Context: an optimization exercise on an open-source flow, tuned for small area. The choices shown serve that exercise and are no tape-out recipe.
The RTL was checked by simulation tests, not by an equivalence proof against the original design.
No driver is modelled on the clock port, so clocking that relies on it looks cheaper here than on a real chip.
Power figures rest on the tool's default switching activity, not on a simulated workload.

lane 1:
// conv3x3_window_gen
module conv3x3_window_gen #(
  parameter int DATA_W = 128,
  parameter int ROW_W  = 12,
  parameter int ROW_H  = 12
) (
  input  logic                    clk,
  input  logic                    rst,
  input  logic                    in_valid,
  input  logic [DATA_W-1:0]       in_data,
  input  logic [DATA_W-1:0]       row1_data,
  input  logic [DATA_W-1:0]       row2_data,
  output logic                    out_valid,
  output logic [9*DATA_W-1:0]     out_window,
  output logic [$clog2(ROW_H)-1:0] out_row,
  output logic [$clog2(ROW_W)-1:0] out_col,
  output logic                    frame_done,
  output logic                    stream_err
);
Size in the first run: ~1,200 cells after synthesis, about 1,600 I/O pins, roughly 24,000 µm² of cells after synthesis.
==> flow/config.mk <==
export PLATFORM = sky130hd
export DESIGN_NAME = conv3x3_window_gen
export DESIGN_NICKNAME = conv3x3_window_gen
export VERILOG_FILES = /design/flow/design.v
export SDC_FILE = /design/flow/constraint.sdc
export NUM_CORES = 4
export LEC_CHECK = 0
export ABC_AREA = 1
export CAP_MARGIN = 20
export CORE_AREA = 12 12 228 228
export DIE_AREA = 0 0 240 240
export SLEW_MARGIN = 20
==> flow/constraint.sdc <==
create_clock -name core_clock -period 5.0 [get_ports {clk}]
set_input_delay 1.0000 -clock core_clock [delete_from_list [all_inputs] [get_ports {clk}]]
set_output_delay 1.0000 -clock core_clock [all_outputs]
set_load 0.01 [all_outputs]
standard.sh (not shown) runs the stock make flow with config.mk's settings and CLKGATE_MAP_FILE= SYNTH_SCRIPT=/design/flow/synth_recipe.tcl, a recipe that flattens the netlist after the stock synthesis.
==> flow/flow/run.sh <==
#!/bin/bash
# Standard ORFS layout with the smallest port buffers, pins one routing track apart and a
# clock tree of mid-size clock buffers without dummy loads.
set -euo pipefail
export BUFFER_PORTS_ARGS="-buffer_cell sky130_fd_sc_hd__buf_1"
export PLACE_PINS_ARGS="-min_distance 1 -min_distance_in_tracks"
export CTS_ARGS="-sink_clustering_enable -repair_clock_nets -dont_use_dummy_load -buf_list sky130_fd_sc_hd__clkbuf_8 -sink_clustering_size 16 -sink_clustering_max_diameter 50"
bash standard.sh > standard.log 2>&1
No stage failed in lane 1, and the final checks on the layout all came back clean.
[inputs] lane 2 vs lane 1
-- flow/config.mk --
<<< lane 1, line 6
export NUM_CORES = 4
export LEC_CHECK = 0
export ABC_AREA = 1
export CAP_MARGIN = 20
export CORE_AREA = 12 12 228 228
export DIE_AREA = 0 0 240 240
export SLEW_MARGIN = 20
>>> lane 2, line 6
export NUM_CORES = 4
export LEC_CHECK = 0
export CAP_MARGIN = 20
export CORE_AREA = 20 20 220 220
export DIE_AREA = 0 0 240 240
export SLEW_MARGIN = 20
==> notes.md <==
Lane 2 terminated abnormally: global routing reported GRT-0116.
Changes observed in lane 2 relative to lane 1: post-synth net total -1.8%, count of unique library cells instantiated by Yosys +12, count of port buffers added during placement ~0 delta.
Number of buffers inserted by post-CTS setup repair: lane 2 vs lane 1 identical
In lane 2 relative to lane 1, synthesized cell count had gone down by a few percent.
Lane 2 vs. lane 1: simple-gate share of the synthesized area saw a decrease, worst-case setup slack after placement decreased by 0.25 ns relative to the old numbers, netlist area before placement now sits at about the same level.
Changes in lane 3 relative to lane 2:
-- flow/config.mk --
<<< lane 2, line 7
export LEC_CHECK = 0
export CAP_MARGIN = 20
export CORE_AREA = 20 20 220 220
export DIE_AREA = 0 0 240 240
export SLEW_MARGIN = 20
>>> lane 3, line 7
export LEC_CHECK = 0
export CAP_MARGIN = 20
export CORE_AREA = 12 12 228 228
export DIE_AREA = 0 0 240 240
export SLEW_MARGIN = 20
Results
Lane 3: PASS, flow complete, no timing, DRC or antenna violations
In the flow results for lane 2 and lane 3, the total placed instance area is smaller on lane 2.
Lane 2 has a higher pre-CTS setup slack than lane 3.
Lower initial cell density of the core was reported by lane 3, not lane 2.
Going from lane 2 to lane 3, number of rows in the core area grows by 6.

conv3x3_window_gen, a different RTL version from the one above (not shown whole).
For scale: roughly 1200 flip-flops, ~24000 um2 of cells after synthesis.
Settings: LEC_CHECK=0, CAP_MARGIN=20, CORE_AREA=32 32 248 248, DIE_AREA=0 0 280 280, SLEW_MARGIN=20; clock period 5.0 ns.
==> flow/flow/run.sh <==
#!/bin/bash
# Standard ORFS layout with the smallest port buffers, pins one routing track apart and a
# clock tree of mid-size clock buffers without dummy loads, each buffer then sized down as far
# as the register clock-pin slew target allows (flow/post_cts.tcl).
set -euo pipefail
export BUFFER_PORTS_ARGS="-buffer_cell sky130_fd_sc_hd__buf_1"
export PLACE_PINS_ARGS="-min_distance 1 -min_distance_in_tracks"
export CTS_ARGS="-sink_clustering_enable -repair_clock_nets -dont_use_dummy_load -apply_ndr none -buf_list sky130_fd_sc_hd__clkbuf_8 -sink_clustering_size 18 -sink_clustering_max_diameter 50"
export POST_CTS_TCL="$PWD/flow/post_cts.tcl"
export CLK_SLEW_TARGET=0.108
bash standard.sh > standard.log 2>&1
==> flow/flow/post_cts.tcl <==
# Size the clock tree's buffers down to the smallest clkbuf that keeps every register clock
# pin's slew (placement estimate) under CLK_SLEW_TARGET.
proc ck_pin_slew {pins} {
  set w 0
  foreach p $pins {
    foreach a {slew_max_rise slew_max_fall} {
      set s [get_property $p $a]
      if {$s > $w} { set w $s }
    }
  }
  return $w
}
proc ck_size_tree {target} {
  set sizes {sky130_fd_sc_hd__clkbuf_2 sky130_fd_sc_hd__clkbuf_4 sky130_fd_sc_hd__clkbuf_8 sky130_fd_sc_hd__clkbuf_16}
  set all_ck [get_pins -hierarchical */CLK]
  set leaves {}
  set inner {}
  foreach inst [get_cells clkbuf_*] {
    if {![string match "sky130_fd_sc_hd__clkbuf_*" [get_property $inst ref_name]]} { continue }
    set net [get_nets -of_objects [get_pins -of_objects $inst -filter "direction==output"]]
    set sinks [get_pins -of_objects $net -filter "direction==input"]
    set ff {}
    foreach p $sinks { if {[get_property $p name] eq "CLK"} { lappend ff $p } }
    if {[llength $ff] > 0} { lappend leaves [list $inst $ff] } else { lappend inner $inst }
  }
  # leaves: each one's own registers
  foreach l $leaves {
    lassign $l inst ff
    set orig [get_property $inst ref_name]
    set best [lindex $sizes end]
    foreach m $sizes {
      replace_cell $inst $m
      estimate_parasitics -placement
      if {[ck_pin_slew $ff] <= $target} { set best $m; break }
    }
    replace_cell $inst $best
  }
  estimate_parasitics -placement
  # inner buffers: all registers
  set limit [expr {max($target, [ck_pin_slew $all_ck])}]
  foreach inst $inner {
    set orig [get_property $inst ref_name]
    set best $orig
    foreach m $sizes {
      if {$m eq $orig} { break }
      replace_cell $inst $m
      estimate_parasitics -placement
      if {[ck_pin_slew $all_ck] <= $limit} { set best $m; break }
    }
    replace_cell $inst $best
    estimate_parasitics -placement
  }
  puts "clock tree sized: [llength $leaves] leaves, [llength $inner] inner, worst clock pin slew [ck_pin_slew $all_ck]"
}
ck_size_tree $::env(CLK_SLEW_TARGET)
Change:
==> flow/flow/run.sh (replaced) <==
#!/bin/bash
# Standard ORFS layout with the smallest port buffers and a
# clock tree of mid-size clock buffers without dummy loads.
set -euo pipefail
export BUFFER_PORTS_ARGS="-buffer_cell sky130_fd_sc_hd__buf_1"
export CTS_ARGS="-sink_clustering_enable -repair_clock_nets -dont_use_dummy_load -apply_ndr none -buf_list sky130_fd_sc_hd__clkbuf_8 -sink_clustering_size 18 -sink_clustering_max_diameter 50"
bash standard.sh > standard.log 2>&1
CORE_AREA = 109 109 341 341   (was 32 32 248 248)
DIE_AREA = 0 0 450 450   (was 0 0 280 280)
removed: flow/flow/post_cts.tcl
Result: The new run produced a clean layout. Fmax is higher by a few percent. Clock-buffer cell count is higher by 5. Core utilization is lower by 17 points. Synthesized cell count stays the same. Clock skew is lower by 82 ps. Synthesized area does not change. Via count is lower by a few percent. Global-route usage is lower by 4.7 points. Total power is higher by a few percent. Die area is higher to 2.6 times its value. Sequential power is about the same.
Change:
--- a/flow/flow/run.sh
+++ b/flow/flow/run.sh
@@ -2 +2 @@
-# Standard ORFS layout with the smallest port buffers and a
+# Standard ORFS layout with the smallest port buffers, pins one routing track apart and a
@@ -5,0 +6 @@
+export PLACE_PINS_ARGS="-min_distance 1 -min_distance_in_tracks"
CORE_AREA = 32.76 32.76 248.76 248.76   (was 109 109 341 341)
DIE_AREA = 0 0 281.52 281.52   (was 0 0 450 450)
Effect:
- wire length is lower by 56%
- sequential share of layout area rose by 0.33 points
- design area is lower by 0.44%
- total power shrinks by 5.6%
- worst setup slack improves by 330 ps

## separate check: timing with driven ports
Ports are ideal in the flow. The routed layouts listed here were re-timed in OpenROAD.
Step 1 sets driving cells, clkbuf_16 on the clock port and buf_2 on the other inputs (assumed; they add their load-dependent delay and slew).
Step 2 moves the port delays by t, midway between the first and last clock arrival at a register: inputs arrive t later, outputs are due t later. That takes back most of the time a late clock gives input paths.
a / b / c = ideal ports / drivers / drivers and shift; a / b = the first two.
| run | t, ns | slack for setup (ns) | worst setup path at the end | latest minus earliest clock arrival (ns) | worst register clock-pin slew, ns |
|---|---|---|---|---|---|
| lane 1 | 0.727 | 2.393 / 2.333 / 2.763 | input to register | 0.064 / 0.064 | 0.10 / 0.10 |
| lane 3 | 0.744 | 2.283 / 2.223 / 2.485 | input to register | 0.056 / 0.056 | 0.10 / 0.10 |
| the first run of note 2 | 1.174 | 1.899 / 1.840 / 2.921 | input to register | 0.138 / 0.138 | 0.12 / 0.12 |
| the second run of note 2 | 0.750 | 2.093 / 2.016 / 2.767 | register to output | 0.054 / 0.055 | 0.11 / 0.11 |
| the third run of note 2 | 0.764 | 2.420 / 2.349 / 3.113 | register to output | 0.043 / 0.043 | 0.11 / 0.11 |
After both steps setup and hold are still met in every run listed.
